This design comes from an exercise in tuning for small area, a short achievable clock period and few clock cycles on the open sky130 flow, not from production work. The RTL was checked by simulation tests, not by an equivalence proof against the original design. Power is estimated from default activity; no workload was simulated.

--- flow/config.mk ---
export PLATFORM = sky130hd
export DESIGN_NAME = wasm_module_stream_parser
export DESIGN_NICKNAME = wasm_module_stream_parser
export VERILOG_FILES = /design/flow/design.v
export SDC_FILE = /design/flow/constraint.sdc
export NUM_CORES = 4
export LEC_CHECK = 0
export CAP_MARGIN = 20
export CORE_MARGIN = 2
export CORE_UTILIZATION = 40
export SLEW_MARGIN = 20
--- flow/constraint.sdc ---
create_clock -name core_clock -period 13.5 [get_ports {clk}]
set_input_delay 2.7000 -clock core_clock [delete_from_list [all_inputs] [get_ports {clk}]]
set_output_delay 2.7000 -clock core_clock [all_outputs]
set_load 0.01 [all_outputs]
--- flow/design.v ---
package wmsp_pkg;
  localparam int LENGTH_BITS_DEF = 32;
  localparam logic [31:0] HDR_MAGIC = 32'h6D73_6100;
  localparam logic [7:0]  FUNC_FORM  = 8'h60;
  localparam int OUT_DEPTH = 4;
  typedef enum logic [3:0] {
    EV_HDR_OK    = 4'd0,
    EV_BAD_HDR   = 4'd1,
    EV_SEC_START = 4'd2,
    EV_TRUNC     = 4'd3,
    EV_PARAM     = 4'd4,
    EV_RESULT    = 4'd5,
    EV_FUNCTYPE  = 4'd6,
    EV_NAMEBYTE  = 4'd7,
    EV_EXPORT    = 4'd8,
    EV_BODY      = 4'd9,
    EV_LOCALS    = 4'd10,
    EV_CODEBYTE  = 4'd11,
    EV_END       = 4'd12
  } event_t;
  localparam logic [7:0] SID_TYPES   = 8'd1;
  localparam logic [7:0] SID_FUNCS   = 8'd3;
  localparam logic [7:0] SID_EXPORTS = 8'd7;
  localparam logic [7:0] SID_BODIES  = 8'd10;
  typedef struct packed {
    logic [3:0]  event_res;
    logic [7:0]  section_id;
    logic [31:0] entry_index;
    logic [7:0]  kind;
    logic [63:0] value;
    logic        last;
  } result_t;
endpackage
module wasm_module_stream_parser #(
  parameter int LENGTH_BITS = wmsp_pkg::LENGTH_BITS_DEF
) (
  input  logic        clk,
  input  logic        rst_n,
  input  logic        in_valid,
  output logic        in_ready,
  input  logic [7:0]  in_data,
  output logic        out_valid,
  input  logic        out_ready,
  output logic [3:0]  out_event,
  output logic [7:0]  out_section_id,
  output logic [31:0] out_entry_index,
  output logic [7:0]  out_kind,
  output logic [63:0] out_value,
  output logic        out_last,
  input  logic        cfg_valid,
  output logic        cfg_ready,
  input  logic [31:0] cfg_module_length
);
  typedef enum logic [4:0] {
    S_DONE   = 5'd0,  S_HDR    = 5'd1,  S_SECID  = 5'd2,  S_SECSIZE = 5'd3,
    S_SKIP   = 5'd4,  S_COUNT  = 5'd5,  S_TFORM  = 5'd6,  S_TNPAR   = 5'd7,
    S_TPAR   = 5'd8,  S_TNRES  = 5'd9,  S_TRES   = 5'd10, S_FIDX    = 5'd11,
    S_ELEN   = 5'd12, S_ENAME  = 5'd13, S_EKIND  = 5'd14, S_EIDX    = 5'd15,
    S_CSIZE  = 5'd16, S_LCOUNT = 5'd17, S_LN     = 5'd18, S_LTYPE   = 5'd19,
    S_CBYTE  = 5'd20
  } st_t;
  localparam logic [2:0] X_NONE = 3'd0, X_T = 3'd1, X_F = 3'd2, X_X = 3'd3, X_B = 3'd4;
  localparam logic [1:0] V_HOLD = 2'd0, V_LEB = 2'd1, V_HDR = 2'd2, V_ZERO = 2'd3;
  logic        ib_v, ib1_v;
  logic [7:0]  ib_d, ib1_d;
  logic        cfg_pend_r, pend_end_r;
  logic        ov_r, olast_r, osec_r;
  logic [3:0]  oev_r;
  logic [2:0]  osel_r;
  logic [7:0]  okind_r;
  logic [63:0] oval_r;
  st_t         st_r;
  logic [9:0]  k_r;                  
  logic        acc_nz_r, acc_hi_r;   
  logic [31:0] mlen_r;
  logic [31:0] rem_r, mrest_r, srest_r;
  logic [31:0] ent_r, items_r;
  logic [7:0]  sec_r;
  logic [31:0] tl_r, fl_r, bl_r, x_r;
  logic        x_inc_r, bl_xtra_r;
  logic out_free, proc, work;
  assign out_free  = !ov_r || out_ready;
  assign in_ready  = !ib1_v;
  assign cfg_ready = !ib_v && !ib1_v;
  assign proc      = ib_v && out_free && !cfg_pend_r;
  assign work      = proc && (st_r != S_DONE);
  logic [7:0]  b;
  logic        at_lim, leb_done, leb_ph;
  logic [63:0] v;
  logic        vz, v_hi;
  logic [32:0] sum;
  logic        fits;
  logic        sk_t, sk_f, sk_e, sk_c;
  logic        ent_last, items_last, srest_z, mrest_z;
  assign b        = ib_d;
  assign at_lim   = (rem_r == 32'd1);
  assign leb_done = !b[7] || k_r[9] || at_lim;
  assign leb_ph   = (st_r == S_SECSIZE) || (st_r == S_COUNT) || (st_r == S_TNPAR) ||
                    (st_r == S_TNRES) || (st_r == S_FIDX) || (st_r == S_ELEN) ||
                    (st_r == S_EIDX) || (st_r == S_CSIZE) || (st_r == S_LCOUNT) ||
                    (st_r == S_LN);
  always_comb begin
    v = k_r[0] ? 64'd0 : oval_r;
    for (int g = 0; g < 9; g++) begin
      if (k_r[g]) v[7*g +: 7] = b[6:0];
    end
    if (k_r[9]) v[63] = b[0];
  end
  logic b_nz, b_hi;
  always_comb begin
    b_nz = k_r[9] ? b[0] : (b[6:0] != 7'd0);
    b_hi = k_r[4] ? (b[6:4] != 3'd0) : (k_r[9:5] != 5'd0) && b_nz;
  end
  assign vz   = !((acc_nz_r && !k_r[0]) || b_nz);
  assign v_hi = (acc_hi_r && !k_r[0]) || b_hi;
  assign sum  = {1'b0, rem_r} + {1'b0, ~v[31:0]};
  assign fits = sum[32] && !v_hi;
  assign sk_t = (sec_r == wmsp_pkg::SID_TYPES);
  assign sk_f = (sec_r == wmsp_pkg::SID_FUNCS);
  assign sk_e = (sec_r == wmsp_pkg::SID_EXPORTS);
  assign sk_c = (sec_r == wmsp_pkg::SID_BODIES);
  assign ent_last   = (ent_r == 32'd1);
  assign items_last = (items_r == 32'd1);
  assign srest_z    = (srest_r == 32'd0);
  assign mrest_z    = (mrest_r == 32'd0);
  function automatic logic [31:0] sat32(logic [63:0] x);
    sat32 = (x[63:32] != 32'd0) ? 32'hFFFF_FFFF : x[31:0];
  endfunction
  st_t         st_n;
  logic [9:0]  k_n;
  logic [31:0] rem_n, ent_n, items_n;
  logic        e0_v, e1_v;
  logic [3:0]  e0_ev;
  logic [2:0]  e0_sel;
  logic        e0_sec;
  logic [1:0]  vmode;
  logic        vtrunc, vbyte;
  logic [7:0]  kind_n;
  logic        inc_t, inc_f, inc_b, set_x_inc;
  logic        level_s, level_b;
  logic        nx_ent;    
  st_t         nx_start;
  logic        push_b;
  always_comb begin
    st_n = st_r;  k_n = k_r;
    rem_n = rem_r - 32'd1;
    ent_n = ent_r;  items_n = items_r;
    e0_v = 1'b0;  e1_v = 1'b0;  e0_ev = wmsp_pkg::EV_CODEBYTE;  e0_sel = X_NONE;
    e0_sec = 1'b1;
    vmode = V_HOLD;  vtrunc = 1'b0;  vbyte = 1'b0;
    kind_n = 8'd0;
    inc_t = 1'b0;  inc_f = 1'b0;  inc_b = 1'b0;  set_x_inc = 1'b0;
    nx_ent = 1'b0;  nx_start = S_TFORM;  push_b = 1'b0;
    level_s = 1'b0;  level_b = 1'b0;
    if (leb_ph) begin
      vmode = V_LEB;
      k_n = leb_done ? 10'd1 : {k_r[8:0], 1'b0};
    end
    unique case (st_r)
      S_HDR: begin
        vmode = V_HDR;
        k_n = {k_r[8:0], 1'b0};
        if (k_r[0] && rem_r[31:3] == 29'd0) begin
          e0_v = 1'b1; e0_ev = wmsp_pkg::EV_BAD_HDR; e0_sec = 1'b0; vmode = V_ZERO;
          st_n = S_DONE;
        end else if (k_r[3] && {b, oval_r[31:8]} != wmsp_pkg::HDR_MAGIC) begin
          e0_v = 1'b1; e0_ev = wmsp_pkg::EV_BAD_HDR; e0_sec = 1'b0;
          st_n = S_DONE;
        end else if (k_r[7]) begin
          e0_v = 1'b1; e0_ev = wmsp_pkg::EV_HDR_OK; e0_sec = 1'b0;
          k_n = 10'd1;
          st_n = S_SECID;
          if (at_lim) begin
            e1_v = 1'b1; st_n = S_DONE;
          end
        end
      end
      S_SECID: begin
        st_n = S_SECSIZE;
        k_n = 10'd1;
        if (at_lim) begin
          e0_v = 1'b1; e0_ev = wmsp_pkg::EV_SEC_START; vmode = V_ZERO;
          e1_v = 1'b1; st_n = S_DONE;
        end
      end
      S_SECSIZE: if (leb_done) begin
        e0_v = 1'b1;
        e0_ev = wmsp_pkg::EV_SEC_START;
        if (vz) begin
          st_n = S_SECID;
          if (at_lim) begin
            e1_v = 1'b1; st_n = S_DONE;
          end
        end else if (fits) begin
          rem_n = v[31:0];
          st_n = (sk_t || sk_f || sk_e || sk_c) ? S_COUNT : S_SKIP;
        end else begin
          e0_ev = wmsp_pkg::EV_TRUNC;
          st_n = S_DONE;
        end
      end
      S_SKIP: level_s = 1'b1;
      S_COUNT: begin
        level_s = 1'b1;
        if (leb_done) begin
          if (vz) begin
            st_n = S_SKIP;
          end else begin
            ent_n = sat32(v);
            st_n = sk_t ? S_TFORM : sk_f ? S_FIDX : sk_e ? S_ELEN : S_CSIZE;
          end
        end
      end
      S_TFORM: begin
        level_s = 1'b1;
        if (b == wmsp_pkg::FUNC_FORM) begin
          e0_v = 1'b1; e0_ev = wmsp_pkg::EV_FUNCTYPE; e0_sel = X_T; vmode = V_LEB; vbyte = 1'b1;
          inc_t = 1'b1;
          st_n = S_TNPAR;
        end else begin
          nx_ent = 1'b1; nx_start = S_TFORM;
        end
      end
      S_TNPAR: begin
        level_s = 1'b1;
        if (leb_done) begin
          items_n = sat32(v);
          st_n = vz ? S_TNRES : S_TPAR;
        end
      end
      S_TPAR: begin
        level_s = 1'b1;
        e0_v = 1'b1; e0_ev = wmsp_pkg::EV_PARAM; e0_sel = X_T; vmode = V_LEB; vbyte = 1'b1;
        items_n = items_r - 32'd1;
        if (items_last) st_n = S_TNRES;
      end
      S_TNRES: begin
        level_s = 1'b1;
        if (leb_done) begin
          items_n = sat32(v);
          if (vz) begin
            nx_ent = 1'b1; nx_start = S_TFORM;
          end else begin
            st_n = S_TRES;
          end
        end
      end
      S_TRES: begin
        level_s = 1'b1;
        e0_v = 1'b1; e0_ev = wmsp_pkg::EV_RESULT; e0_sel = X_T; vmode = V_LEB; vbyte = 1'b1;
        items_n = items_r - 32'd1;
        if (items_last) begin
          nx_ent = 1'b1; nx_start = S_TFORM;
        end
      end
      S_FIDX: begin
        level_s = 1'b1;
        if (leb_done) begin
          e0_v = 1'b1; e0_ev = wmsp_pkg::EV_FUNCTYPE; e0_sel = X_F; vtrunc = 1'b1;
          inc_f = 1'b1;
          nx_ent = 1'b1; nx_start = S_FIDX;
        end
      end
      S_ELEN: begin
        level_s = 1'b1;
        if (leb_done) begin
          items_n = v[31:0];
          st_n = (fits && !vz) ? S_ENAME : S_EKIND;
        end
      end
      S_ENAME: begin
        level_s = 1'b1;
        e0_v = 1'b1; e0_ev = wmsp_pkg::EV_NAMEBYTE; e0_sel = X_X; vmode = V_LEB; vbyte = 1'b1;
        items_n = items_r - 32'd1;
        if (items_last) st_n = S_EKIND;
      end
      S_EKIND: begin
        level_s = 1'b1;
        kind_n = b;
        k_n = 10'd1;
        if (at_lim) begin
          e0_v = 1'b1; e0_ev = wmsp_pkg::EV_EXPORT; e0_sel = X_X; vmode = V_ZERO;
          set_x_inc = 1'b1;
          nx_ent = 1'b1; nx_start = S_ELEN;
        end else begin
          st_n = S_EIDX;
        end
      end
      S_EIDX: begin
        level_s = 1'b1;
        kind_n = okind_r;
        if (leb_done) begin
          e0_v = 1'b1; e0_ev = wmsp_pkg::EV_EXPORT; e0_sel = X_X; vtrunc = 1'b1;
          set_x_inc = 1'b1;
          nx_ent = 1'b1; nx_start = S_ELEN;
        end
      end
      S_CSIZE: begin
        level_s = 1'b1;
        if (leb_done) begin
          e0_v = 1'b1;
          e0_ev = wmsp_pkg::EV_BODY; e0_sel = X_B;
          inc_b = 1'b1;
          if (vz) begin
            nx_ent = 1'b1; nx_start = S_CSIZE;
          end else if (fits) begin
            push_b = 1'b1;
            rem_n = v[31:0];
            st_n = S_LCOUNT;
          end else begin
            e0_ev = wmsp_pkg::EV_TRUNC; e0_sel = X_NONE;
            st_n = S_SKIP;
          end
        end
      end
      S_LCOUNT: begin
        level_b = 1'b1;
        if (leb_done) begin
          items_n = sat32(v);
          st_n = vz ? S_CBYTE : S_LN;
        end
      end
      S_LN: begin
        level_b = 1'b1;
        if (leb_done) st_n = S_LTYPE;
      end
      S_LTYPE: begin
        level_b = 1'b1;
        e0_v = 1'b1; e0_ev = wmsp_pkg::EV_LOCALS; e0_sel = X_B; vmode = V_HOLD;
        kind_n = b;
        items_n = items_r - 32'd1;
        st_n = items_last ? S_CBYTE : S_LN;
      end
      S_CBYTE: begin
        level_b = 1'b1;
        e0_v = 1'b1; e0_ev = wmsp_pkg::EV_CODEBYTE; e0_sel = X_B; vmode = V_LEB; vbyte = 1'b1;
      end
      default: st_n = S_DONE;
    endcase
    if (level_b && at_lim) begin
      nx_ent = 1'b1; nx_start = S_CSIZE;
      rem_n = srest_r;
    end
    if (nx_ent) begin
      if (ent_last) begin
        st_n = S_SKIP;
      end else begin
        ent_n = ent_r - 32'd1;
        st_n = nx_start;
      end
    end
    if ((level_s && at_lim && !push_b) || (level_b && at_lim && srest_z)) begin
      rem_n = mrest_r;
      st_n = S_SECID;
      k_n = 10'd1;
      if (mrest_z) begin
        e1_v = 1'b1;
        st_n = S_DONE;
      end
    end
  end
  logic wk;          
  logic restart;     
  logic push;
  assign wk      = ib_v && !cfg_pend_r && (st_r != S_DONE);
  assign restart = cfg_pend_r && out_free;
  assign push    = in_valid && in_ready;
  always_ff @(posedge clk) begin
    if (!rst_n) begin
      ib_v  <= 1'b0;
      ib1_v <= 1'b0;
    end else if (proc) begin
      ib_v  <= ib1_v || push;
      ib1_v <= 1'b0;
    end else if (!ib_v) begin
      ib_v  <= push;
    end else begin
      ib1_v <= ib1_v || push;
    end
  end
  always_ff @(posedge clk) begin
    if (proc || !ib_v) ib_d <= (proc && ib1_v) ? ib1_d : in_data;
    if (ib_v && !proc && !ib1_v) ib1_d <= in_data;
  end
  always_ff @(posedge clk) begin
    if (!rst_n) begin
      cfg_pend_r <= 1'b0;
    end else if (cfg_valid && cfg_ready || out_free) begin
      cfg_pend_r <= cfg_valid && cfg_ready;
    end
  end
  always_ff @(posedge clk) begin
    if (!rst_n) begin
      ov_r <= 1'b0;
      pend_end_r <= 1'b0;
    end else if (out_free) begin
      ov_r <= pend_end_r || (wk && e0_v);
      pend_end_r <= wk && e1_v;
    end
  end
  always_ff @(posedge clk) begin
    if (out_free && (pend_end_r || (wk && e0_v))) begin
      oev_r   <= pend_end_r ? wmsp_pkg::EV_END : e0_ev;
      osel_r  <= pend_end_r ? X_NONE : e0_sel;
      osec_r  <= !pend_end_r && e0_sec;
      olast_r <= pend_end_r || !e1_v;
    end
  end
  always_ff @(posedge clk) begin
    if (out_free && (pend_end_r || wk)) okind_r <= kind_n & {8{!pend_end_r}};
  end
  logic [63:0] oval_d;
  always_comb begin
    unique case (vmode)
      V_HDR:   oval_d = {32'd0, b, oval_r[31:8]};
      default: begin
        oval_d = v;
        if (vbyte) oval_d[7] = b[7];
        oval_d[63:32] = v[63:32] & {32{!vtrunc}};
      end
    endcase
    oval_d = oval_d & {64{vmode != V_ZERO}};
    if (pend_end_r) oval_d = {32'd0, mlen_r};
  end
  always_ff @(posedge clk) begin
    if (out_free && (pend_end_r || (wk && vmode != V_HOLD))) oval_r <= oval_d;
  end
  always_ff @(posedge clk) begin
    if (work && leb_ph) begin
      acc_nz_r <= (acc_nz_r && !k_r[0]) || b_nz;
      acc_hi_r <= v_hi;
    end
  end
  always_ff @(posedge clk) begin
    if (!rst_n) begin
      st_r <= S_DONE;
    end else if (out_free && (cfg_pend_r || wk)) begin
      st_r <= cfg_pend_r ? ((rem_r == 32'd0) ? S_DONE : S_HDR) : st_n;
    end
  end
  always_ff @(posedge clk) begin
    if (cfg_valid && cfg_ready || work) rem_r <= (cfg_valid && cfg_ready) ? cfg_module_length : rem_n;
  end
  always_ff @(posedge clk) begin
    if (restart) mlen_r <= rem_r;
    if (out_free && (cfg_pend_r || wk)) k_r <= cfg_pend_r ? 10'd1 : k_n;
  end
  always_ff @(posedge clk) begin
    if (work && st_r == S_SECSIZE) mrest_r <= sum[31:0];
    if (work && st_r == S_CSIZE) srest_r <= sum[31:0];
    if (work) begin
      ent_r   <= ent_n;
      items_r <= items_n;
    end
    if (work && st_r == S_SECID) sec_r <= b;
  end
  logic [31:0] inc_in, inc_out;
  assign inc_in  = x_inc_r ? x_r : inc_t ? tl_r : inc_f ? fl_r : bl_r;
  assign inc_out = inc_in + 32'd1;
  always_ff @(posedge clk) begin
    if (out_free && (cfg_pend_r || wk && inc_t)) tl_r <= cfg_pend_r ? '1 : inc_out;
    if (out_free && (cfg_pend_r || wk && inc_f)) fl_r <= cfg_pend_r ? '1 : inc_out;
    if (out_free && (cfg_pend_r || wk && inc_b && !bl_xtra_r)) bl_r <= cfg_pend_r ? '1 : inc_out;
    if (out_free && (cfg_pend_r || wk && inc_b)) bl_xtra_r <= !cfg_pend_r && !vz && !fits;
    if (out_free && (cfg_pend_r || x_inc_r))     x_r  <= cfg_pend_r ? '0 : inc_out;
    if (out_free) x_inc_r <= !cfg_pend_r && !x_inc_r && wk && set_x_inc;
  end
  assign out_valid       = ov_r;
  assign out_event       = oev_r;
  assign out_section_id  = osec_r ? sec_r : 8'd0;
  assign out_kind        = okind_r;
  assign out_value       = oval_r;
  assign out_last        = olast_r;
  always_comb begin
    unique case (osel_r)
      X_T:     out_entry_index = tl_r;
      X_F:     out_entry_index = fl_r;
      X_X:     out_entry_index = x_r;
      X_B:     out_entry_index = bl_r;
      default: out_entry_index = 32'd0;
    endcase
  end
endmodule
--- flow/run.sh ---
#!/bin/bash
# synth_recipe.tcl (not shown) runs the flow's synth.tcl, then flattens the netlist and writes it again
# the make line also repeats each setting of config.mk as NAME=value (left out here)
make -C /OpenROAD-flow-scripts/flow DESIGN_CONFIG=/design/flow/config.mk WORK_HOME=/design/flow/orfs CLKGATE_MAP_FILE= SYNTH_SCRIPT=/design/flow/synth_recipe.tcl finish
==> results.env, run 1 <==
COMBINED_FLIP_FLOP_AND_LATCH_CELL_AREA_SQ_UM=13400
POWER.DENSITY_CELL_AREA_nW_PER_UM2=121
WORST_IR_DROP_VDD_mV=0.114
DRTITER0DRC=2621
CRITICAL_PATH.STARTPOINT_TYPE='flip-flop'
MIN_DELAY_WORST_ENDPOINT='oval_r[8]'
RR_STARTPOINT='rem_r[1]'
DETAILEDPLACEMENTHPWL_MM=62.6
DETAILEDROUTE.FIRSTPASSITERATIONCOUNT=6
SYNTH_MOST_COMMON_CELL='edfxtp_1'
TIGHTEST_SLEW_NS=1.12
CORE_AREA_SQ_UM=62900
GRT_UTIL_ALL_LAYERS_PCT=26.8
SYNTH-EDFF-COUNT=439
CLKPWRFRAC_PCT=42.2
FINAL.FILL_COUNT=5893
SLEW_HEADROOM_PCT=24.9
DRIVE_ABOVE_1_SHARE_PCT=7.88
HOLD_PATH_DEPTH=2
CTSRESIZECOUNT=0
SYNTH_COMMON_CELLS='edfxtp_1 (439), nand2_1 (319), nor2_1 (306)'
GRT_ANTENNA_BEFORE_REPAIR=1
CRITPATHMAXFANOUT=26
TRITONCTS.NUM_BUFFERS=49
INSERTION_DELAY_NS=0.61
NUMBER_OF_HOLD_BUFFERS_ADDED_AFTER_CTS=0
CTSLONGESTPATHBUFFERS=3
MULTI_INPUT_COMB_AREA_SQ_UM=11300
FINAL_WIRELENGTH_MM=91.0
GRT_PASS1_WL_MM=135
IO_PINS=165
DRCVIOLATIONCOUNT=0
FIRST_GLOBAL_VIAS=21200
MIN-DELAY-START='mlen_r[8]'
ROUTED-VIA-COUNT=22200
SLOWEST_DELAY_NS=0.72
ROUTABILITYCONGESTION=1.02
SLOWEST_STAGE_CELL_ON_THE_CRITICAL_PATH='nor3b_1'
STARTING_UTILIZATION_OF_THE_CORE_AREA_PCT=40.4
DIE_H_UM=256
TRITONCTS_CLOCK_TREE='yes'
POST-SYNTH-TOP-AREA-FRACTION_PCT=51.9
POST_LAYOUT_NONFILLER_INSTANCES=3575
NETLIST_AREA_BEFORE_PLACEMENT_SQ_UM=25400
REGISTER_AREA_SHARE_AFTER_SYNTHESIS_PCT=52.7
WORST-ENDPOINT-ARRIVAL_NS=6.42
DOMINANTREGCELLSYNTH='edfxtp_1'
CLK_PIN_SLEW_WORST_SETUP_HOLD_PATHS_NS=0.07
GR-TOTAL-OVERFLOW=0
CTS.SINKS=449
INTPOWER_mW=2.71
SYNTH.NET_COUNT=2638
DETAIL_ROUTE.WL_PER_CELL_UM=25.5
SYNTHESIS.YOSYS.WARNINGS=1
PORT_BUFFERS=164
TIMING.FMAX_MHz=164
CRITICAL_PATH.REG2REG.ENDPOINT='fl_r[30]'
POST_CTS.REPAIR.SETUP_BUFFERS=0
POST-PLACE-CELLS=3484
YOSYSTOPAREACELL='edfxtp_1'
CPMOSTUSEDCELL='nand4_1'
ROWS=92
COMB_POWER_SHARE_PCT=12.2
OUTCOME='finished clean'
REG2REG_DEPTH=14
CRITPATHKIND='flip-flop to flip-flop'
CLOCK_TREE.HTREE_LEVEL_COUNT=2
CAP_VIOL_MAX_COUNT=0
SYNTH_CELL_TYPE_COUNT=77
DIEAREA_SQ_UM=65500
HOLDCRITPATHCLASS='flip-flop to flip-flop'
TIMING.CLOCK.SKEW_NS=0.0248
CRITICAL_PATH.CELL_CHAIN='inv_1 -> ha_1 -> nor3b_1 -> nand4_1 -> o31a_1 -> buf_4 -> nor2_8 -> mux2i_1 -> a221o_1 -> nor4_2 -> nand4_1 -> nor4_1 -> xor2_1 -> nand2_1'
SETUP_VIOLATIONS=0
GRT_MAX_DEGREE=85
SETUP-TNS-FINAL_NS=0
SYNTH_CELLS=2556
WORSTPATHREQUIRED_NS=13.82
SEQUENTIALPOWERSHARE_PCT=45.6
SYNTH_AREA_LEADERS='edfxtp_1 (52%), nand2_1 (4.7%), nor2_1 (4.5%)'
VIA_PER_INST=6.21
P_SW_SHARE_PCT=25.4
SLEW_VIOL_FINAL=0
FIN_CRIT_NS=6.10
DIE_WIDTH_UM=256
FF2FF_SETUP_SLACK_NS=7.40
YS_SEQ_ELEMENTS=449
FINAL_MIN_PERIOD_OVER_CLOCK_PERIOD_PCT=45.2
POWER.NET_SWITCHING_mW=0.922
ROUTE.ANTENNA.REMAINING_NETS=0
TIMING.FINAL.HOLD_VIOLATIONS=0
SYN-MEAN-INSTANCE-AREA_SQ_UM=9.93
SYN2LAYOUT_AREA_GROWTH_PCT=18.2
SYNTH_ASYNC_SR_FLOP_SHARE_PCT=0
NNETSFINAL=2772
ANTENNADIODECOUNT=0
RSZ0062_AT_GRT='false'
CTSROOTBUFFERMASTER='clkbuf_16'
CRITPATHCAPTURETYPE='flip-flop'
CELLLEAKAGEPOWER_nW=10.3
[cells in the final DEF (no fill, tap or decap), types with 36 or more instances in the layout]
cell / count
clkbuf_16: 50
inv_1: 64
o22ai_1: 41
ha_1: 36
nor2_1: 302
buf_4: 72
a21oi_1: 131
nand3_1: 40
o21ai_0: 165
nor4_1: 61
clkdlybuf4s50_1: 164
edfxtp_1: 439
nand2_1: 319
a31oi_1: 47
a221oi_1: 42
xnor2_1: 52
a22oi_1: 124
nor3_1: 67
xor2_1: 66
[flip-flops by register name (all words and copies together) (netlist names), 5 cells and up]
| name | flops |
|---|---|
| okind_r | 8 |
| x_r | 32 |
| st_r | 5 |
| bl_r | 32 |
| ent_r | 32 |
| fl_r | 32 |
| sec_r | 8 |
| tl_r | 32 |
| ib1_d | 8 |
| oval_r | 64 |
| ib_d | 8 |
| mlen_r | 32 |
| rem_r | 32 |
| srest_r | 32 |
| k_r | 10 |
| mrest_r | 32 |
| items_r | 32 |
[how the worst max path moves through the flow]
stage                         start  slack [ns]                  end  cells past startpoint
after floorplan           out_ready        5.26            oval_r[0]                      4
after global placement     rem_r[1]        7.77             bl_r[30]                     14
after detailed placement   rem_r[1]        7.62             bl_r[30]                     14
after CTS                 osel_r[0]        7.50  out_entry_index[17]                      5
after global routing       rem_r[1]        7.19             fl_r[30]                     14
final                      rem_r[1]        7.40             fl_r[30]                     14
[cell type report]
type | count | share of cell area, %
flip-flops and latches | 449 | 44.6
multi-input cells | 1887 | 37.6
repair buffers | 238 | 7.40
clock buffers | 57 | 4.33
well taps | 846 | 3.53
clock inverters | 33 | 1.73
inverters | 65 | 0.813
[through the flow]
stage,util (%),worst slack [ns],hold slack (ns),power (mW),cell area [sq um]
after floorplan,-,5.26,0.424,1.95,25400
after global placement,44.8,7.77,0.519,2.10,28100
after detailed placement,44.8,7.62,0.515,2.11,28100
after CTS,47.7,7.50,0.530,3.64,30000
after global routing,47.7,7.19,0.544,3.74,30000
final,47.7,7.40,0.528,3.63,30000
[cells by family after synthesis]
group / share of synthesized area [%]
simple gates: 17.7
mux: 1.73
buf+inv: 3.36
fa+ha+maj: 1.93
compound gates: 18.5
xor+xnor: 4.07
flops: 52.7
[metal layers]
metal / global-route usage (%) / wire length, um
met1: 36.3 / 37200
met2: 43.8 / 42900
met3: 3.87 / 7800
met4: 9.65 / 3060
met5: 0 / 13
[power by group through the flow]
stage                     clock, mW  combinational (mW)  sequential (mW)
after floorplan                   0               0.278             1.67
after global placement            0               0.423             1.68
after detailed placement          0               0.429             1.68
after CTS                      1.55               0.432             1.66
after global routing           1.60               0.476             1.66
final                          1.53               0.441             1.66
[critical path: cells and delay by family (launching register included)]
family          cells  cell delay (ns)
buf+inv             2             0.43
fa+ha+maj           1             0.16
flops               1             0.45
compound gates      2             0.85
mux                 1             0.20
xor+xnor            1             0.24
simple gates        7             3.43
Testbench counts, summed over its fixed seeds: cycles 31,454.
==> inputs of run 2 (changes only) <==
--- a/flow/design.v
+++ b/flow/design.v
@@ -74,6 +74,7 @@
   logic        acc_nz_r, acc_hi_r;   
   logic [31:0] mlen_r;
   logic [31:0] rem_r, mrest_r, srest_r;
+  logic        at_lim;               
   logic [31:0] ent_r, items_r;
   logic [7:0]  sec_r;
   logic [31:0] tl_r, fl_r, bl_r, x_r;
@@ -85,7 +86,7 @@
   assign proc      = ib_v && out_free && !cfg_pend_r;
   assign work      = proc && (st_r != S_DONE);
   logic [7:0]  b;
-  logic        at_lim, leb_done, leb_ph;
+  logic        leb_done, leb_ph;
   logic [63:0] v;
   logic        vz, v_hi;
   logic [32:0] sum;
@@ -93,7 +94,6 @@
   logic        sk_t, sk_f, sk_e, sk_c;
   logic        ent_last, items_last, srest_z, mrest_z;
   assign b        = ib_d;
-  assign at_lim   = (rem_r == 32'd1);
   assign leb_done = !b[7] || k_r[9] || at_lim;
   assign leb_ph   = (st_r == S_SECSIZE) || (st_r == S_COUNT) || (st_r == S_TNPAR) ||
                     (st_r == S_TNRES) || (st_r == S_FIDX) || (st_r == S_ELEN) ||
@@ -129,6 +129,7 @@
   st_t         st_n;
   logic [9:0]  k_n;
   logic [31:0] rem_n, ent_n, items_n;
+  logic        alim_n;
   logic        e0_v, e1_v;
   logic [3:0]  e0_ev;
   logic [2:0]  e0_sel;
@@ -143,7 +144,7 @@
   logic        push_b;
   always_comb begin
     st_n = st_r;  k_n = k_r;
-    rem_n = rem_r - 32'd1;
+    rem_n = rem_r - 32'd1;  alim_n = (rem_r == 32'd2);
     ent_n = ent_r;  items_n = items_r;
     e0_v = 1'b0;  e1_v = 1'b0;  e0_ev = wmsp_pkg::EV_CODEBYTE;  e0_sel = X_NONE;
     e0_sec = 1'b1;
@@ -192,7 +193,7 @@
             e1_v = 1'b1; st_n = S_DONE;
           end
         end else if (fits) begin
-          rem_n = v[31:0];
+          rem_n = v[31:0];  alim_n = (v[31:0] == 32'd1);
           st_n = (sk_t || sk_f || sk_e || sk_c) ? S_COUNT : S_SKIP;
         end else begin
           e0_ev = wmsp_pkg::EV_TRUNC;
@@ -305,7 +306,7 @@
             nx_ent = 1'b1; nx_start = S_CSIZE;
           end else if (fits) begin
             push_b = 1'b1;
-            rem_n = v[31:0];
+            rem_n = v[31:0];  alim_n = (v[31:0] == 32'd1);
             st_n = S_LCOUNT;
           end else begin
             e0_ev = wmsp_pkg::EV_TRUNC; e0_sel = X_NONE;
@@ -339,7 +340,7 @@
     endcase
     if (level_b && at_lim) begin
       nx_ent = 1'b1; nx_start = S_CSIZE;
-      rem_n = srest_r;
+      rem_n = srest_r;  alim_n = (srest_r == 32'd1);
     end
     if (nx_ent) begin
       if (ent_last) begin
@@ -350,7 +351,7 @@
       end
     end
     if ((level_s && at_lim && !push_b) || (level_b && at_lim && srest_z)) begin
-      rem_n = mrest_r;
+      rem_n = mrest_r;  alim_n = (mrest_r == 32'd1);
       st_n = S_SECID;
       k_n = 10'd1;
       if (mrest_z) begin
@@ -439,7 +440,10 @@
     end
   end
   always_ff @(posedge clk) begin
-    if (cfg_valid && cfg_ready || work) rem_r <= (cfg_valid && cfg_ready) ? cfg_module_length : rem_n;
+    if (cfg_valid && cfg_ready || work) begin
+      rem_r  <= (cfg_valid && cfg_ready) ? cfg_module_length : rem_n;
+      at_lim <= (cfg_valid && cfg_ready) ? (cfg_module_length == 32'd1) : alim_n;
+    end
   end
   always_ff @(posedge clk) begin
     if (restart) mlen_r <= rem_r;
@@ -455,7 +459,7 @@
     if (work && st_r == S_SECID) sec_r <= b;
   end
   logic [31:0] inc_in, inc_out;
-  assign inc_in  = x_inc_r ? x_r : inc_t ? tl_r : inc_f ? fl_r : bl_r;
+  assign inc_in  = x_inc_r ? x_r : (st_r == S_TFORM) ? tl_r : (st_r == S_FIDX) ? fl_r : bl_r;
   assign inc_out = inc_in + 32'd1;
   always_ff @(posedge clk) begin
     if (out_free && (cfg_pend_r || wk && inc_t)) tl_r <= cfg_pend_r ? '1 : inc_out;
==> run 2 against run 1 <==
  * Still clean on timing, DRC and antenna
  * Critical path depth up 3
  * Clock skew up 0.0015 ns
  * Sequential share of layout area down 0.92 points
  * Setup slack better by 0.21 ns
  * Routed wire length up 3.4%
  * Critical path type unchanged
  * Largest cell class unchanged
==> results.env, run 2 <==
WORSTSETUPENDPOINT='rem_r[28]'
TRITONCTS.NUM_BUFFERS=51  # +4.1%
CRITPATHCAPTURETYPE='flip-flop'
PORT_BUFFERS=164  # unchanged
TIMING.FINAL.HOLD_VIOLATIONS=0  # unchanged
YOSYSTOPAREACELL='edfxtp_1'
VIA_PER_INST=6.28  # +1.2%
SETUP_VIOLATIONS=0  # unchanged
POST_LAYOUT_NONFILLER_INSTANCES=3707  # +3.7%
SYNTH_ASYNC_SR_FLOP_SHARE_PCT=0  # unchanged
STARTPOINT='k_r[0]'
SLEW_HEADROOM_PCT=21.8  # -3.1 points
TIGHTEST_SLEW_NS=1.16  # +0.0467 ns
TIMING.CLOCK.SKEW_NS=0.0263  # +0.00151 ns
IO_PINS=165  # unchanged
CLK_PIN_SLEW_WORST_SETUP_HOLD_PATHS_NS=0.06  # about the same
GR-TOTAL-OVERFLOW=0  # unchanged
DIE_H_UM=261  # +1.8%
FINAL_WIRELENGTH_MM=94.0  # +3.4%
REGMOSTFLOPS='oval_r'
STARTING_UTILIZATION_OF_THE_CORE_AREA_PCT=40.2  # -0.19 points
DOMINANTREGCELLSYNTH='edfxtp_1'
RSZ0062_AT_GRT='false'
DETAIL_ROUTE.WL_PER_CELL_UM=25.4  # -0.32%
DP_WORST_SETUP_SLACK_NS=7.35  # -0.264 ns
SYNTH_COMMON_CELLS='edfxtp_1 (440), nand2_1 (305), nor2_1 (277)'
SYNTH-EDFF-COUNT=440  # +0.23%
REGISTER_AREA_SHARE_AFTER_SYNTHESIS_PCT=50.9  # -1.8 points
SYNTH.NET_COUNT=2770  # +5.0%
GRT_ANTENNA_BEFORE_REPAIR=2  # +1
TIMING.CRITICAL_PATH.BUF_INV=4  # +2
NUMBER_OF_HOLD_BUFFERS_ADDED_AFTER_CTS=0  # unchanged
DETAILEDROUTE.FIRSTPASSITERATIONCOUNT=6  # unchanged
ROUTABILITYCONGESTION=1.00  # -2.3%
DETAILEDPLACEMENTHPWL_MM=65.8  # +5.1%
GRT_PASS1_WL_MM=140  # +4.1%
TRITONCTS_CLOCK_TREE='yes'
FIN_CRIT_NS=5.90  # -0.205 ns
DIEAREA_SQ_UM=67900  # +3.7%
CTSRESIZECOUNT=0  # unchanged
YS_SEQ_ELEMENTS=450  # +0.22%
SYNTH_AREA_LEADERS='edfxtp_1 (50%), nand2_1 (4.3%), nor2_1 (3.9%)'
DRIVE_ABOVE_1_SHARE_PCT=7.49  # -0.39 points
SLOWEST_STAGE_CELL_ON_THE_CRITICAL_PATH='edfxtp_1'
WORST-ENDPOINT-ARRIVAL_NS=6.21  # -0.21 ns
NNETSFINAL=2882  # +4.0%
NETLIST_AREA_BEFORE_PLACEMENT_SQ_UM=26300  # +3.7%
FIRST_GLOBAL_VIAS=22300  # +4.9%
SLOWEST_DELAY_NS=0.85  # +0.13 ns
SYN2LAYOUT_AREA_GROWTH_PCT=16.6
CORE_AREA_SQ_UM=65500  # +4.2%
POST-SYNTH-TOP-AREA-FRACTION_PCT=50.2  # -1.8 points
SYN-MEAN-INSTANCE-AREA_SQ_UM=9.79  # -1.4%
DRCVIOLATIONCOUNT=0  # unchanged
LARGEST_REGISTER_FFS=64  # unchanged
CRITICAL_PATH.STARTPOINT_TYPE='flip-flop'
FF2FF_SETUP_SLACK_NS=7.60  # +0.21 ns
SYNTHESIS.YOSYS.WARNINGS=1  # unchanged
LEADING_CELL_TYPE_IN_THE_LAYOUT_FILL_AND_TAPS_EXCLUDED='edfxtp_1'
STAGES_ON_THE_WORST_SETUP_PATH=17  # +3
CTSROOTBUFFERMASTER='clkbuf_16'
CRITPATHMAXFANOUT=35  # +35%
CELLLEAKAGEPOWER_nW=10.4  # +0.97%
POWER.DENSITY_CELL_AREA_nW_PER_UM2=115  # -4.8%
ROUTE.ANTENNA.REMAINING_NETS=0  # unchanged
CLOCK_TREE.HTREE_LEVEL_COUNT=2  # unchanged
TIMING.FMAX_MHz=170  # +3.5%
SYNTH_MOST_COMMON_CELL='edfxtp_1'
FINAL_MIN_PERIOD_OVER_CLOCK_PERIOD_PCT=43.7  # -1.5 points
POST_CTS.REPAIR.SETUP_BUFFERS=0  # unchanged
OUTCOME='finished clean'
CTS.SINKS=450  # +0.22%
SLEW_VIOL_FINAL=0  # unchanged
OVERALL_POWER_mW=3.54  # -2.6%
WORST_IR_DROP_VDD_mV=0.0967  # -15%
SYNTH_CELLS=2689  # +5.2%
RR_STARTPOINT='k_r[0]'
LAYOUT.CELLS.MOST_COMMON_LIST='edfxtp_1 (440), nand2_1 (304), nor2_1 (274)'
CRITICAL_PATH.TOP_DELAY_FAMILY='simple AND/OR/NAND/NOR gates'
ROUTED-VIA-COUNT=23300  # +4.9%
ANTENNADIODECOUNT=0  # unchanged
CTSLONGESTPATHBUFFERS=3  # unchanged
ROWS=94  # +2.2%
CRITICAL_PATH.REG2REG.ENDPOINT='rem_r[28]'
CRITICAL_PATH.CELL_CHAIN='buf_4 -> mux2_2 -> inv_1 -> ha_1 -> inv_1 -> fa_1 -> nor2b_1 -> o31a_1 -> o311ai_0 -> and4b_1 -> or4b_4 -> a21oi_1 -> or2_2 -> o21ai_4 -> buf_4 -> nor2_4 -> a31oi_1'
GRT_MAX_DEGREE=75  # -12%
DIE_WIDTH_UM=261  # +1.8%
REG2REG_DEPTH=17  # +3
SYNTH_CELL_TYPE_COUNT=93  # +21%
INSERTION_DELAY_NS=0.61  # about the same
FINAL.FILL_COUNT=6112  # +3.7%
POST-PLACE-CELLS=3611  # +3.6%
GRT_UTIL_ALL_LAYERS_PCT=27.1  # +0.27 points
HOLDCRITPATHCLASS='flip-flop to flip-flop'
CRITPATHKIND='flip-flop to flip-flop'
FINAL_CRITICAL_PATH_SETUP_SLACK_NS=7.60  # +0.205 ns
WORSTPATHREQUIRED_NS=13.81  # about the same
CAP_VIOL_MAX_COUNT=0  # unchanged
SETUP-TNS-FINAL_NS=0  # unchanged
DRTITER0DRC=2609  # -0.46%
-- run 2: final cells by class --
type                    instances  area [sq um]  share of cell area, %
multi-input cells            1962         12000                   39.0
inverters                     105           394                   1.28
well taps                     864          1080                   3.52
flip-flops and latches        450         13400                   43.7
repair buffers                231          2160                   7.03
clock buffers                  63          1340                   4.37
clock inverters                32           328                   1.07
-- run 2: logic make-up (layout without fill, tap and decap cells) --
kind of cell,after synthesis,in the layout,share of synthesized area [%]
mux,24,24,0.979
buf+inv,277,431,4.07
simple gates,1008,1008,18.3
flops,450,450,50.9
xor+xnor,113,113,3.76
fa+ha+maj,40,40,1.90
compound gates,777,777,20.1
-- run 2: through the flow --
step,util [%],hold WS [ns],cell area (sq um)
after global routing,46.9,0.559,30700
after floorplan,-,0.424,26300
after CTS,46.8,0.538,30700
final,46.9,0.546,30700
after detailed placement,44.3,0.530,29000
after global placement,44.3,0.515,29000
-- run 2: report_power, final --
part           internal (mW)  leakage (nW)  switching (mW)
clock                  0.822         0.811           0.591
sequential              1.61          4.11          0.0447
combinational          0.161          5.52           0.302
total                   2.60          10.4           0.938
-- run 2: worst min path at each step --
stage / startpoint / endpoint / slack [ns] / depth (start not counted)
after floorplan: rem_r[10] / mlen_r[10] / 0.42 / 0
after global placement: mlen_r[7] / oval_r[7] / 0.51 / 2
after detailed placement: mlen_r[7] / oval_r[7] / 0.53 / 2
after CTS: rem_r[0] / mlen_r[0] / 0.54 / 0
after global routing: mlen_r[7] / oval_r[7] / 0.56 / 2
final: mlen_r[7] / oval_r[7] / 0.55 / 2
-- run 2: per-layer routing --
layer / up-vias / GRT usage, % / part of all wire, % / wire length, um
li1: 10400 / - / - / -
met1: 11400 / 36.3 / 41 / 38200
met2: 1216 / 44.2 / 47 / 44100
met3: 187 / 4.10 / 8.7 / 8150
met4: 4 / 10.4 / 3.8 / 3550
met5: - / 0 / 0.022 / 21
-- run 2: tightest hold or removal path, cell delays in order (launching register included) --
cell	delay (ns)
edfxtp_1	0.32
nand2_1	0.05
o21ai_0	0.07
Testbench counts of run 2, summed over its fixed seeds: cycles 31,454.
==> inputs of run 3 (changes only) <==
--- a/flow/design.v
+++ b/flow/design.v
@@ -59,7 +59,7 @@
     S_CSIZE  = 5'd16, S_LCOUNT = 5'd17, S_LN     = 5'd18, S_LTYPE   = 5'd19,
     S_CBYTE  = 5'd20
   } st_t;
-  localparam logic [2:0] X_NONE = 3'd0, X_T = 3'd1, X_F = 3'd2, X_X = 3'd3, X_B = 3'd4;
+  localparam logic [2:0] X_T = 3'd0, X_F = 3'd1, X_X = 3'd2, X_B = 3'd3, X_NONE = 3'd4;
   localparam logic [1:0] V_HOLD = 2'd0, V_LEB = 2'd1, V_HDR = 2'd2, V_ZERO = 2'd3;
   logic        ib_v, ib1_v;
   logic [7:0]  ib_d, ib1_d;
@@ -458,9 +458,21 @@
     end
     if (work && st_r == S_SECID) sec_r <= b;
   end
-  logic [31:0] inc_in, inc_out;
-  assign inc_in  = x_inc_r ? x_r : (st_r == S_TFORM) ? tl_r : (st_r == S_FIDX) ? fl_r : bl_r;
-  assign inc_out = inc_in + 32'd1;
+  logic [1:0]  csel;
+  logic [31:0] cnt, inc_out;
+  always_comb begin
+    if (ov_r) csel = osel_r[1:0];
+    else if (st_r == S_TFORM) csel = X_T[1:0];
+    else if (st_r == S_FIDX) csel = X_F[1:0];
+    else csel = X_B[1:0];
+    unique case (csel)
+      2'd0:    cnt = tl_r;
+      2'd1:    cnt = fl_r;
+      2'd2:    cnt = x_r;
+      default: cnt = bl_r;
+    endcase
+  end
+  assign inc_out = cnt + 32'd1;
   always_ff @(posedge clk) begin
     if (out_free && (cfg_pend_r || wk && inc_t)) tl_r <= cfg_pend_r ? '1 : inc_out;
     if (out_free && (cfg_pend_r || wk && inc_f)) fl_r <= cfg_pend_r ? '1 : inc_out;
@@ -475,13 +487,5 @@
   assign out_kind        = okind_r;
   assign out_value       = oval_r;
   assign out_last        = olast_r;
-  always_comb begin
-    unique case (osel_r)
-      X_T:     out_entry_index = tl_r;
-      X_F:     out_entry_index = fl_r;
-      X_X:     out_entry_index = x_r;
-      X_B:     out_entry_index = bl_r;
-      default: out_entry_index = 32'd0;
-    endcase
-  end
+  assign out_entry_index = cnt & {32{!osel_r[2]}};
 endmodule
==> run 3 against run 2 <==
  * Routed wire length down 6.3%
  * Clock power up 6%
  * Maximum frequency is 10% lower
  * Critical path depth fell by 9
  * Total power grew 1.0%
  * Synthesized cell count down 8.7%
  * Clock skew rose by 0.0032 ns
  * Largest power group unchanged
==> results.env, run 3 <==
OUTCOME='finished clean'
POST_CTS.REPAIR.SETUP_BUFFERS=0  # unchanged
CORE_AREA_SQ_UM=64200  # -2.0%
HOLDCRITPATHCLASS='flip-flop to flip-flop'
SETUP_VIOLATIONS=0  # unchanged
SYNTH_CELL_TYPE_COUNT=99  # +6.5%
GRT_ANTENNA_BEFORE_REPAIR=2  # unchanged
CLOCK_TREE.HTREE_LEVEL_COUNT=2  # unchanged
DRCVIOLATIONCOUNT=0  # unchanged
SLEW_VIOL_FINAL=0  # unchanged
SYNTH_MOST_COMMON_CELL='edfxtp_1'
CLK_PIN_SLEW_WORST_SETUP_HOLD_PATHS_NS=0.06  # about the same
SLEW_HEADROOM_PCT=27.9  # +6.1 points
NETLIST_AREA_BEFORE_PLACEMENT_SQ_UM=25900  # -1.7%
SYNTH-EDFF-COUNT=440  # unchanged
PORT_BUFFERS=164  # unchanged
RSZ0062_AT_GRT='false'
DETAILEDROUTE.FIRSTPASSITERATIONCOUNT=8  # +2
CRITPATHMAXFANOUT=49  # +40%
VIA_PER_INST=6.17  # -1.7%
CRITICAL_PATH.STARTPOINT_TYPE='flip-flop'
TIMING.FMAX_MHz=152  # -10%
DRTITER0DRC=2732  # +4.7%
POSTLAYOUTCELLAREA_SQ_UM=30400  # -0.84%
WORSTPATHREQUIRED_NS=10.80  # -3.01 ns
FIN_CRIT_NS=6.56  # +0.667 ns
TRITONCTS.NUM_BUFFERS=53  # +3.9%
CTSRESIZECOUNT=0  # unchanged
CAP_VIOL_MAX_COUNT=0  # unchanged
YS_SEQ_ELEMENTS=450  # unchanged
REGMOSTFLOPS='oval_r'
ROWS=93  # -1.1%
WORST-ENDPOINT-ARRIVAL_NS=3.86  # -2.35 ns
SYNTH_ASYNC_SR_FLOP_SHARE_PCT=0  # unchanged
TIMING.CLOCK.SKEW_NS=0.0295  # +0.00318 ns
ROUTE.ANTENNA.REMAINING_NETS=0  # unchanged
SYNTH.NET_COUNT=2536  # -8.4%
CTSROOTBUFFERMASTER='clkbuf_16'
ROUTABILITYCONGESTION=0.936  # -6.5%
CRITPATHCAPTURETYPE='primary output'
FINAL.HOLD.WORST_SLACK_NS=0.541  # -0.00509 ns
SYNTH_COMMON_CELLS='edfxtp_1 (440), nand2_1 (270), nor2_1 (231)'
POST-SYNTH-TOP-AREA-FRACTION_PCT=51.1  # +0.88 points
GRT_UTIL_ALL_LAYERS_PCT=25.7  # -1.4 points
DOMINANTREGCELLSYNTH='edfxtp_1'
DETAIL_ROUTE.WL_PER_CELL_UM=25.2  # -0.59%
GRT_PASS1_WL_MM=131  # -6.7%
SYN2LAYOUT_AREA_GROWTH_PCT=17.7
REGISTER_AREA_SHARE_AFTER_SYNTHESIS_PCT=51.8  # +0.90 points
WORST_IR_DROP_VDD_mV=0.0781  # -19%
NNETSFINAL=2676  # -7.1%
TIGHTEST_SLEW_NS=1.07  # -0.0908 ns
LARGEST_REGISTER_FFS=64  # unchanged
YOSYSTOPAREACELL='edfxtp_1'
ANTENNADIODECOUNT=0  # unchanged
DIE_H_UM=258  # -0.85%
SYNTH_AREA_LEADERS='edfxtp_1 (51%), nand2_1 (3.9%), nor2_1 (3.4%)'
ROUTED-VIA-COUNT=21600  # -7.4%
DETAILEDPLACEMENTHPWL_MM=60.7  # -7.8%
PLACEDINSTANCEAREA_SQ_UM=28600  # -1.3%
CTS.SINKS=450  # unchanged
CTSLONGESTPATHBUFFERS=3  # unchanged
INSERTION_DELAY_NS=0.60  # about the same
LEADING_CELL_TYPE_IN_THE_LAYOUT_FILL_AND_TAPS_EXCLUDED='edfxtp_1'
GRT_MAX_DEGREE=67  # -11%
DIE_WIDTH_UM=258  # -0.85%
CELLLEAKAGEPOWER_nW=10.1  # -3.3%
CRITPATHKIND='flip-flop to primary output'
IO_PINS=165  # unchanged
FINAL_MIN_PERIOD_OVER_CLOCK_PERIOD_PCT=48.6  # +4.9 points
TRITONCTS_CLOCK_TREE='yes'
DIEAREA_SQ_UM=66700  # -1.7%
POWER.DENSITY_CELL_AREA_nW_PER_UM2=117  # +1.9%
SYNTH_CELLS=2454  # -8.7%
FINAL_WIRELENGTH_MM=88.1  # -6.3%
STARTING_UTILIZATION_OF_THE_CORE_AREA_PCT=40.3  # +0.091 points
TIMING.FINAL.HOLD_VIOLATIONS=0  # unchanged
GR-TOTAL-OVERFLOW=0  # unchanged
DRIVE_ABOVE_1_SHARE_PCT=11.0  # +3.5 points
SYNTHESIS.YOSYS.WARNINGS=1  # unchanged
LAYOUT.CELLS.MOST_COMMON_LIST='edfxtp_1 (440), nand2_1 (270), nor2_1 (228)'
SYN-MEAN-INSTANCE-AREA_SQ_UM=10.5  # +7.7%
FIRST_GLOBAL_VIAS=20400  # -8.5%
NUMBER_OF_HOLD_BUFFERS_ADDED_AFTER_CTS=0  # unchanged
SETUP-TNS-FINAL_NS=0  # unchanged
## run 3: cell count changes after synthesis, moves of 35 or more
cell      before  now
nand3_1       83   38
nand2_1      305  270
nor2_1       277  231
nor2b_1       18   62
a22oi_1      111   62
clkbuf_1     152  117
inv_1        104   37
a21oi_1      157  104
## run 3: power by group
part	total, mW	switching (mW)	internal (mW)
Clock	1.49	0.608	0.886
Sequential	1.65	0.0433	1.60
Combinational	0.430	0.277	0.153
## run 3: per-stage QoR
| stage | util [%] | std cells | power (mW) | setup slack, ns |
|---|---|---|---|---|
| 2_1_floorplan | - | 2454 | 1.92 | 4.99 |
| 3_3_place_gp | 44.5 | 3392 | 2.08 | 7.50 |
| 3_5_place_dp | 44.6 | 3394 | 2.09 | 7.50 |
| 4_1_cts | 47.4 | 3493 | 3.59 | 6.85 |
| 5_1_grt | 47.4 | 3493 | 3.69 | 6.66 |
| 6_report | 47.4 | 3493 | 3.57 | 6.94 |
## run 3: logic make-up after synthesis
group / share of synthesized area (%)
compound gates: 14.7
buf+inv: 3.12
fa+ha+maj: 1.93
mux: 5.03
simple gates: 19.6
xor+xnor: 3.79
flops: 51.8
## run 3: path summary, 6_finish.rpt
path	cells past startpoint	slack, ns	to	start
setup / recovery	8	6.94	out_entry_index[25]	st_r[1]
hold / removal	2	0.54	oval_r[7]	mlen_r[7]
setup reg to reg	17	8.40	rem_r[29]	k_r[0]
hold reg to reg	2	0.54	oval_r[7]	mlen_r[7]
## run 3: metal layers
| layer | up-vias | part of all wire (%) | routed length [um] | track usage (%) |
|---|---|---|---|---|
| li1 | 9687 | - | - | - |
| met1 | 10600 | 43 | 38000 | 37.1 |
| met2 | 1077 | 43 | 38300 | 38.2 |
| met3 | 186 | 8.9 | 7840 | 3.88 |
| met4 | 4 | 4.4 | 3920 | 11.3 |
| met5 | - | 0.026 | 23 | 0 |
## run 3: critical path: stages (launching register included)
cell,delay (ns)
dfxtp_1,0.30
buf_4,0.41
nand3b_1,0.25
o31ai_4,0.21
buf_4,0.60
mux2_2,0.40
o21ai_0,0.44
nor2_1,0.08
clkdlybuf4s50_1,0.50
## run 3: cell type report
cell class	count	area, sq um
timing repair buffer	241	2250
clock buffer	59	1370
sequential	450	13400
multi-input combinational	1809	11800
inverter	39	146
clock inverter	40	435
fill	5869	33800
tap	855	1070
Testbench counts of run 3, summed over its fixed seeds: cycles 31,454.
==> inputs of run 4 (changes only) <==
--- a/flow/design.v
+++ b/flow/design.v
@@ -59,7 +59,7 @@
     S_CSIZE  = 5'd16, S_LCOUNT = 5'd17, S_LN     = 5'd18, S_LTYPE   = 5'd19,
     S_CBYTE  = 5'd20
   } st_t;
-  localparam logic [2:0] X_T = 3'd0, X_F = 3'd1, X_X = 3'd2, X_B = 3'd3, X_NONE = 3'd4;
+  localparam logic [2:0] X_NONE = 3'd0, X_T = 3'd1, X_F = 3'd2, X_X = 3'd3, X_B = 3'd4;
   localparam logic [1:0] V_HOLD = 2'd0, V_LEB = 2'd1, V_HDR = 2'd2, V_ZERO = 2'd3;
   logic        ib_v, ib1_v;
   logic [7:0]  ib_d, ib1_d;
@@ -458,21 +458,9 @@
     end
     if (work && st_r == S_SECID) sec_r <= b;
   end
-  logic [1:0]  csel;
-  logic [31:0] cnt, inc_out;
-  always_comb begin
-    if (ov_r) csel = osel_r[1:0];
-    else if (st_r == S_TFORM) csel = X_T[1:0];
-    else if (st_r == S_FIDX) csel = X_F[1:0];
-    else csel = X_B[1:0];
-    unique case (csel)
-      2'd0:    cnt = tl_r;
-      2'd1:    cnt = fl_r;
-      2'd2:    cnt = x_r;
-      default: cnt = bl_r;
-    endcase
-  end
-  assign inc_out = cnt + 32'd1;
+  logic [31:0] inc_in, inc_out;
+  assign inc_in  = x_inc_r ? x_r : (st_r == S_TFORM) ? tl_r : (st_r == S_FIDX) ? fl_r : bl_r;
+  assign inc_out = inc_in + 32'd1;
   always_ff @(posedge clk) begin
     if (out_free && (cfg_pend_r || wk && inc_t)) tl_r <= cfg_pend_r ? '1 : inc_out;
     if (out_free && (cfg_pend_r || wk && inc_f)) fl_r <= cfg_pend_r ? '1 : inc_out;
@@ -487,5 +475,13 @@
   assign out_kind        = okind_r;
   assign out_value       = oval_r;
   assign out_last        = olast_r;
-  assign out_entry_index = cnt & {32{!osel_r[2]}};
+  always_comb begin
+    unique case (osel_r)
+      X_T:     out_entry_index = tl_r;
+      X_F:     out_entry_index = fl_r;
+      X_X:     out_entry_index = x_r;
+      X_B:     out_entry_index = bl_r;
+      default: out_entry_index = 32'd0;
+    endcase
+  end
 endmodule
==> flow/flow/run.sh (new file) <==
#!/bin/bash
# Layout flow: the standard flow (standard synthesis, floorplan, power
# grid, placement, CTS, routing), with two changes to how cells are chosen:
#  - every input and output port still gets its own buffer, but a plain
#    sky130_fd_sc_hd__buf_1 instead of the default delay buffer;
#  - clock tree synthesis uses clkbuf_8 buffers and inserts no dummy loads.
# The constraints (constraint.sdc, clock period) are the standard flow's, unchanged.
# All of the make output goes to flow.log in this folder; each ORFS step
# also writes its own log under orfs/logs/.
set -euo pipefail
cd "$(dirname "$0")/.."
export BUFFER_PORTS_ARGS="-buffer_cell sky130_fd_sc_hd__buf_1"
export CTS_ARGS="-sink_clustering_enable -repair_clock_nets -dont_use_dummy_load -buf_list sky130_fd_sc_hd__clkbuf_8"
if ! bash standard.sh finish > flow.log 2>&1; then
  tail -n 40 flow.log
  exit 1
fi
==> flow/standard.sh (new file) <==
#!/bin/bash
# synth_recipe.tcl (not shown) runs the flow's synth.tcl, then flattens the netlist and writes it again
# the make line also repeats each setting of config.mk as NAME=value (left out here)
make -C /OpenROAD-flow-scripts/flow DESIGN_CONFIG=/design/flow/config.mk WORK_HOME=/design/flow/orfs CLKGATE_MAP_FILE= SYNTH_SCRIPT=/design/flow/synth_recipe.tcl "${@:-finish}"
removed: flow/run.sh
==> run 4 against run 3 <==
  * Cell count up 5.8%
  * Setup slack improved by 0.76 ns
  * Clock skew rose by 0.074 ns
  * Core utilization decreased by 3.0 points
  * Critical endpoint is now rem_r[9]
==> results.env, run 4 <==
LAYOUT.CELLS.MOST_COMMON_LIST='edfxtp_1 (440), nand2_1 (304), nor2_1 (275)'
HOLDCRITPATHCLASS='flip-flop to flip-flop'
GR-TOTAL-OVERFLOW=0  # unchanged
LEADING_CELL_TYPE_IN_THE_LAYOUT_FILL_AND_TAPS_EXCLUDED='edfxtp_1'
CTS.SINKS=450  # unchanged
CORE_AREA_SQ_UM=65500  # +2.0%
TIMING.FMAX_MHz=172  # +13%
CTSROOTBUFFERMASTER='clkbuf_8'
CLK_PIN_SLEW_WORST_SETUP_HOLD_PATHS_NS=0.06  # about the same
FF2FF_SETUP_SLACK_NS=7.70  # -0.70 ns
GRT_ANTENNA_BEFORE_REPAIR=2  # unchanged
REGMOSTFLOPS='oval_r'
DETAIL_ROUTE.WL_PER_CELL_UM=24.6  # -2.5%
DRCVIOLATIONCOUNT=0  # unchanged
RSZ0062_AT_GRT='false'
CTSRESIZECOUNT=0  # unchanged
SYNTH-EDFF-COUNT=440  # unchanged
CRITPATHMAXFANOUT=35  # -29%
YOSYSTOPAREACELL='edfxtp_1'
DETAILROUTE.WIRELENGTH.MET2_MM=41.8  # +9.3%
SYNTH_CELLS=2689  # +9.6%
IO_PINS=165  # unchanged
SLEW_VIOL_FINAL=0  # unchanged
POST-PLACE-CELLS=3610  # +6.4%
ROUTED-VIA-COUNT=23100  # +7.2%
FIRST_GLOBAL_VIAS=22300  # +9.5%
CRITICAL_PATH.REG2REG.ENDPOINT='rem_r[9]'
ROUTE.ANTENNA.REMAINING_NETS=0  # unchanged
NETLIST_AREA_BEFORE_PLACEMENT_SQ_UM=26300  # +1.8%
SETUP-TNS-FINAL_NS=0  # unchanged
METAL1_WIRELENGTH_MM=37.1  # -2.4%
DIEAREA_SQ_UM=67900  # +1.7%
VIA_PER_INST=6.25  # +1.3%
SYNTH.NET_COUNT=2770  # +9.2%
TIMING.FINAL.HOLD_VIOLATIONS=0  # unchanged
GRT_UTIL_ALL_LAYERS_PCT=26.3  # +0.65 points
POST-SYNTH-TOP-AREA-FRACTION_PCT=50.2  # -0.88 points
STARTING_UTILIZATION_OF_THE_CORE_AREA_PCT=40.2  # -0.091 points
TIMING.CLOCK.SKEW_NS=0.103  # +0.0737 ns
DOMINANTREGCELLSYNTH='edfxtp_1'
MIN-DELAY-START='ib_d[5]'
CLOCK_TREE.HTREE_LEVEL_COUNT=3  # +1
MIN_DELAY_WORST_ENDPOINT='sec_r[5]'
WORST-ENDPOINT-ARRIVAL_NS=6.18  # +2.32 ns
DETAILEDROUTE.FIRSTPASSITERATIONCOUNT=6  # -2
INSERTION_DELAY_NS=0.71  # +0.11 ns
LARGEST_REGISTER_FFS=64  # unchanged
NUMBER_OF_HOLD_BUFFERS_ADDED_AFTER_CTS=0  # unchanged
DETAILEDPLACEMENTHPWL_MM=63.7  # +5.1%
RR_STARTPOINT='k_r[0]'
SYNTH_AREA_LEADERS='edfxtp_1 (50%), nand2_1 (4.3%), nor2_1 (3.9%)'
ROUTABILITYCONGESTION=0.959  # +2.5%
FINAL.FILL_COUNT=6235  # +6.2%
DIE_WIDTH_UM=261  # +0.86%
GRT_MAX_DEGREE=75  # +12%
CRITPATHCAPTURETYPE='flip-flop'
SYNTHESIS.YOSYS.WARNINGS=1  # unchanged
FINAL_CRITICAL_PATH_SETUP_SLACK_NS=7.70  # +0.759 ns
WORST_IR_DROP_VDD_mV=0.0708  # -9.4%
SYNTH_ASYNC_SR_FLOP_SHARE_PCT=0  # unchanged
FIN_CRIT_NS=5.80  # -0.759 ns
TRITONCTS.NUM_BUFFERS=81  # +53%
POST-ROUTE-UTIL_PCT=44.4  # -3.0 points
DRIVE_ABOVE_1_SHARE_PCT=7.74  # -3.3 points
SETUP_VIOLATIONS=0  # unchanged
SYNTH_MOST_COMMON_CELL='edfxtp_1'
POST_CTS.REPAIR.SETUP_BUFFERS=0  # unchanged
DRTITER0DRC=2567  # -6.0%
YS_SEQ_ELEMENTS=450  # unchanged
ROWS=94  # +1.1%
REGISTER_AREA_SHARE_AFTER_SYNTHESIS_PCT=50.9  # -0.90 points
GRT_PASS1_WL_MM=136  # +4.3%
OUTCOME='finished clean'
SYN2LAYOUT_AREA_GROWTH_PCT=10.6
CELLLEAKAGEPOWER_nW=9.78  # -3.2%
NNETSFINAL=2912  # +8.8%
REG2REG_DEPTH=16  # -1
CRITPATHKIND='flip-flop to flip-flop'
CAP_VIOL_MAX_COUNT=0  # unchanged
PORT_BUFFERS=164  # unchanged
SYNTH_CELL_TYPE_COUNT=93  # -6.1%
POST_LAYOUT_NONFILLER_INSTANCES=3695  # +5.8%
FINAL_MIN_PERIOD_OVER_CLOCK_PERIOD_PCT=43.0  # -5.6 points
DP_WORST_SETUP_SLACK_NS=7.58  # +0.0788 ns
CTSLONGESTPATHBUFFERS=3  # unchanged
SLEW_HEADROOM_PCT=23.3  # -4.6 points
WORSTPATHREQUIRED_NS=13.87  # +3.07 ns
POWER.DENSITY_CELL_AREA_nW_PER_UM2=108  # -7.8%
SYNTH_COMMON_CELLS='edfxtp_1 (440), nand2_1 (305), nor2_1 (277)'
DIE_H_UM=261  # +0.86%
FINAL_WIRELENGTH_MM=90.8  # +3.1%
MET3WIRELENGTH_MM=8.07  # +3.0%
CRITICAL_PATH.STARTPOINT_TYPE='flip-flop'
HOLD_PATH_DEPTH=0  # -2
TRITONCTS_CLOCK_TREE='yes'
TIGHTEST_SLEW_NS=1.14  # +0.0682 ns
HIGHEST_LAYER='met4'
SYN-MEAN-INSTANCE-AREA_SQ_UM=9.79  # -7.1%
FINAL.HOLD.WORST_SLACK_NS=0.462  # -0.0790 ns
## run 4: per-stage QoR
| step | power (mW) | instance area, sq um |
|---|---|---|
| after floorplan | 1.96 | 26300 |
| after global placement | 2.11 | 28000 |
| after detailed placement | 2.12 | 28000 |
| after CTS | 3.16 | 29100 |
| after global routing | 3.27 | 29100 |
| final | 3.15 | 29100 |
## run 4: kinds of logic after synthesis
logic type | Yosys count | share of synthesized area [%]
adder cells (fa/ha/maj) | 40 | 1.90
buffers and inverters | 277 | 4.07
AND/OR/NAND/NOR | 1008 | 18.3
multiplexers | 24 | 0.979
flip-flops | 450 | 50.9
AO/OA/AOI/OAI | 777 | 20.1
XOR/XNOR | 113 | 3.76
## run 4: how the worst max path moves through the flow
stage,from,to,slack (ns)
floorplan,out_ready,tl_r[0],7.30
global placement,k_r[0],rem_r[25],7.76
detailed placement,k_r[0],rem_r[2],7.58
CTS,k_r[0],rem_r[2],7.52
global route,k_r[0],rem_r[4],7.44
finish,k_r[0],rem_r[9],7.70
## run 4: layout make-up
| class | count | area [sq um] | share of cell area (%) |
|---|---|---|---|
| Antenna cell | 2 | 5.00 | 0.0172 |
| Clock buffer | 81 | 1110 | 3.83 |
| Inverter | 105 | 394 | 1.35 |
| Multi-Input combinational cell | 1962 | 12000 | 41.2 |
| Sequential cell | 450 | 13400 | 46.1 |
| Tap cell | 864 | 1080 | 3.71 |
| Timing Repair Buffer | 231 | 1120 | 3.84 |
## run 4: where the power goes
part | leakage (nW) | internal, mW | switching [mW]
clock network | 0.582 | 0.526 | 0.518
logic | 5.08 | 0.149 | 0.297
registers | 4.11 | 1.62 | 0.0422
## run 4: worst max-delay path, stage by stage (launching register included)
cell	delay [ns]
edfxtp_1	0.60
buf_4	0.32
inv_1	0.33
nand2_1	0.08
o21ai_0	0.61
inv_1	0.25
ha_1	0.45
nand2_1	0.10
a221oi_2	0.25
and2_1	0.25
or4b_4	0.52
a21oi_1	0.24
or2_2	0.23
o21ai_4	0.13
buf_4	0.32
nor2_4	0.56
a31oi_1	0.16
## run 4: routing by layer
layer / global-route usage, % / vias up
met5: 0 / -
met4: 11.3 / 0
met3: 4.64 / 233
met2: 42.0 / 1264
met1: 35.3 / 11200
li1: - / 10400
Testbench counts of run 4, summed over its fixed seeds: cycles 31,454.

-- separate check: timing with driven ports --
Ports are ideal in the flow. The routed layouts listed here were re-timed in OpenROAD. Step 1 sets driving cells, clkbuf_16 on the clock port and buf_2 on the other inputs (assumed; they add their load-dependent delay and slew). Step 2, shift: input delay + t, output delay - t, t = (earliest + latest rising clock arrival at the registers) / 2. This alone moves slack from input paths to output paths. a / b / c = no drivers / after step 1 / after step 2; a / b = the first two.
run	t, ns	slack for setup (ns)	worst register clock-pin slew, ns
run 1	0.667	7.398 / 7.398 / 7.398	0.07 / 0.07
run 2	0.662	7.603 / 7.603 / 7.364	0.07 / 0.07
run 3	0.650	6.936 / 6.877 / 7.527	0.07 / 0.07
run 4	0.718	7.695 / 7.695 / 7.695	0.06 / 0.06
After both steps setup and hold are still met in every run listed. For run 2, which loses most, drivers alone change the setup slack by 0.000 ns; drivers and shift together by -0.239 ns.
